From an optimization exercise on the open Yosys and OpenROAD flow, aimed at small area, a short achievable clock period and few clock cycles per item; shortcuts taken in it are not production practice.
The RTL was checked by simulation tests, not by an equivalence proof against the original design.

==> inputs of run a <==
==> flow/design.v (excerpt) <==
module rotation_matrix_to_quaternion (
    input  wire logic                         i_clk,
    input  wire logic                         i_rst_n,
    input  wire logic                         i_valid,
    output logic                              o_stall,
    input  wire logic signed [rmq_pkg::DW-1:0] i_m00,
    input  wire logic signed [rmq_pkg::DW-1:0] i_m01,
    input  wire logic signed [rmq_pkg::DW-1:0] i_m02,
    input  wire logic signed [rmq_pkg::DW-1:0] i_m10,
    input  wire logic signed [rmq_pkg::DW-1:0] i_m11,
    input  wire logic signed [rmq_pkg::DW-1:0] i_m12,
    input  wire logic signed [rmq_pkg::DW-1:0] i_m20,
    input  wire logic signed [rmq_pkg::DW-1:0] i_m21,
    input  wire logic signed [rmq_pkg::DW-1:0] i_m22,
    output logic                              o_valid,
    input  wire logic                         i_stall,
    output logic signed [rmq_pkg::DW-1:0]     o_quat_w,
    output logic signed [rmq_pkg::DW-1:0]     o_quat_x,
    output logic signed [rmq_pkg::DW-1:0]     o_quat_y,
    output logic signed [rmq_pkg::DW-1:0]     o_quat_z,
    output logic [1:0]                        o_branch_used,
    output logic                              o_div_fault
);
Settings: LEC_CHECK=0, ABC_AREA=1, ABC_CLOCK_PERIOD_IN_PS=4500, CAP_MARGIN=20, CORE_MARGIN=2, CORE_UTILIZATION=40, SETUP_SLACK_MARGIN=2.5, SLEW_MARGIN=20; clock period 7.5 ns.
run.sh (not shown) runs the stock make flow with config.mk's settings and CLKGATE_MAP_FILE= SYNTH_SCRIPT=/design/flow/synth_recipe.tcl, a recipe that flattens the netlist after the stock synthesis.
==> run b (differences from run a) <==
==> flow/config.mk (replaced) <==
export PLATFORM = sky130hd
export DESIGN_NAME = rotation_matrix_to_quaternion
export DESIGN_NICKNAME = rotation_matrix_to_quaternion
export VERILOG_FILES = /design/flow/design.v
export SDC_FILE = /design/flow/constraint.sdc
export NUM_CORES = 4
export LEC_CHECK = 0
export ABC_AREA = 1
export CAP_MARGIN = 20
export CORE_MARGIN = 2
export CORE_UTILIZATION = 40
export SETUP_SLACK_MARGIN = 3.6
export SLEW_MARGIN = 20
export TNS_END_PERCENT = 5
==> run c (differences from run a) <==
--- a/flow/design.v
+++ b/flow/design.v
@@ -259,15 +259,16 @@
     output logic [1:0]                        o_branch_used,
     output logic                              o_div_fault
 );
     localparam int NSQ = rmq_pkg::n_cuts(rmq_pkg::SQ_CUT);
     localparam int NDV = rmq_pkg::n_cuts(16'(rmq_pkg::DV_CUT));
-    localparam int VD  = 3 + NSQ + NDV;
+    localparam int VD  = 2 + NSQ + NDV;
     logic ce;
     logic [VD-1:0] r_vld;
-    assign ce      = !(r_vld[VD-1] && i_stall);
-    assign o_stall = !ce;
+    logic          r_ov, r_skv;
+    assign ce      = !r_skv;
+    assign o_stall = r_skv;
     always_ff @(posedge i_clk) begin
         if (!i_rst_n) begin
             r_vld <= '0;
         end else if (ce) begin
             r_vld <= {r_vld[VD-2:0], i_valid};
@@ -414,21 +415,42 @@
         end
     end
     logic signed [DW-1:0] r_w, r_x, r_y, r_z;
     logic [1:0]           r_br;
     logic                 r_fault;
+    logic [4*DW+2:0]      r_sk;
+    logic                 w_take, w_consume;
+    assign w_take    = ce && r_vld[VD-1];
+    assign w_consume = r_ov && !i_stall;
     always_ff @(posedge i_clk) begin
-        if (ce) begin
-            r_w     <= n_w;
-            r_x     <= n_x;
-            r_y     <= n_y;
-            r_z     <= n_z;
-            r_br    <= w_br_d;
-            r_fault <= w_fault;
+        if (!i_rst_n) begin
+            r_ov  <= 1'b0;
+            r_skv <= 1'b0;
+        end else if (r_skv) begin
+            if (w_consume) begin
+                r_ov  <= 1'b1;
+                r_skv <= 1'b0;
+            end
+        end else if (!r_ov || w_consume) begin
+            r_ov <= w_take;
+        end else if (w_take) begin
+            r_skv <= 1'b1;
+        end
+    end
+    always_ff @(posedge i_clk) begin
+        if (r_skv) begin
+            if (w_consume) {r_w, r_x, r_y, r_z, r_br, r_fault} <= r_sk;
+        end else if (!r_ov || w_consume) begin
+            {r_w, r_x, r_y, r_z, r_br, r_fault} <= {n_w, n_x, n_y, n_z, w_br_d, w_fault};
+        end
+    end
+    always_ff @(posedge i_clk) begin
+        if (!r_skv && r_ov && !w_consume) begin
+            r_sk <= {n_w, n_x, n_y, n_z, w_br_d, w_fault};
         end
     end
-    assign o_valid       = r_vld[VD-1];
+    assign o_valid       = r_ov;
     assign o_quat_w      = r_w;
     assign o_quat_x      = r_x;
     assign o_quat_y      = r_y;
     assign o_quat_z      = r_z;
     assign o_branch_used = r_br;
==> flow/config.mk (replaced) <==
export PLATFORM = sky130hd
export DESIGN_NAME = rotation_matrix_to_quaternion
export DESIGN_NICKNAME = rotation_matrix_to_quaternion
export VERILOG_FILES = /design/flow/design.v
export SDC_FILE = /design/flow/constraint.sdc
export NUM_CORES = 4
export LEC_CHECK = 0
export ABC_AREA = 1
export CAP_MARGIN = 20
export CORE_MARGIN = 2
export CORE_UTILIZATION = 40
export SETUP_SLACK_MARGIN = 3.0
export SLEW_MARGIN = 20
export TNS_END_PERCENT = 10
==> notes <==
The highest register-to-register slack belongs to run b, the lowest to run a. Of run c and run b, run b has the higher core utilization (gap 3.8 points). In sequential cell count, run b and run a do not differ. In clock-buffer cell count, run b and run a do not differ. Synthesized area: run c is larger than run a (2.9%). In run c the first-iteration DRC count is larger than in run a, by about 6%.
==> figures <==
Final nets: run a 14.0k; run b 14.8k; run c 14.4k
Flip-flop and latch share of the layout cell area: run a 0.377; run b 0.339; run c 0.373
Top Layer Used: run a met4; run b met4; run c met5
Run status: run a finished clean; run b finished clean; run c finished clean
Pin count of the biggest net entering global routing: run a 150; run b 150; run c 181
Floorplan die width: run a 522 um; run b 522 um; run c 529 um
Parity-gate share of the synthesized area counting xor and xnor cells: run a 0.0596; run b 0.0596; run c 0.0586
Startpoint of the worst-slack reg-to-reg timing path: run a u_div.g_it[5].g_reg.r_root[7]; run b u_div.g_it[5].g_reg.r_root[6]; run c u_div.g_it[1].g_reg.r_root[15]
Total number of placement rows: run a 190; run b 190; run c 192
Terminating pin of the worst hold path: run a u_div.g_it[13].g_reg.r_q[12]; run b u_div.g_it[13].g_reg.r_q[12]; run c u_sqrt.g_it[7].g_reg.r_side[26]
Met3 wirelength from detailed routing: run a 13200 um; run b 17500 um; run c 14400 um
Non-Clock Buffer Area Fraction: run a 0.0323; run b 0.0776; run c 0.0469
Number of enable-type register cells in the synthesized netlist: run a 1511; run b 1511; run c 1578
Share of the synthesized area in the top cell type: run a 0.423; run b 0.423; run c 0.429
Critical path destination: run a u_div.g_it[7].g_reg.r_p[2]; run b u_div.g_it[7].g_reg.r_p[43]; run c u_div.g_it[3].g_reg.r_p[31]
Syn-to-layout area delta: run a 13.2%; run b 25.9%; run c 16.0%
Testbench counts of run a, summed over its fixed seeds: cycles 4,136, items 4,000.
Testbench counts of run b, summed over its fixed seeds: cycles 4,136, items 4,000.
Testbench counts of run c, summed over its fixed seeds: cycles 4,136, items 4,000.

==> port drivers added, routing unchanged <==
The results above use ideal ports. As a check the final layouts listed here were re-extracted and re-timed, cells and wires unchanged. Step 1 assumes that a clkbuf_16 drives the clock port and a buf_2 every other input. Step 2 moves the port delays by t, midway between the first and last clock arrival at a register: inputs arrive t later, outputs are due t later. That takes back most of the time a late clock gives input paths. a / b / c = ideal ports / drivers / drivers and shift; a / b = the first two.
run | shift t [ns] | setup slack, ns | worst data-port slew with drivers (ns) | pins driven straight from the clock port
run a | 0.927 | 2.665 / 2.665 / 2.161 | 0.04 | 1
run b | 0.938 | 3.197 / 3.197 / 2.493 | 0.04 | 1
run c | 0.954 | 3.014 / 3.014 / 2.369 | 0.05 | 1
After both steps setup and hold are still met in every run listed. For run b, which loses most, drivers alone change the setup slack by 0.000 ns; drivers and shift together by -0.704 ns.
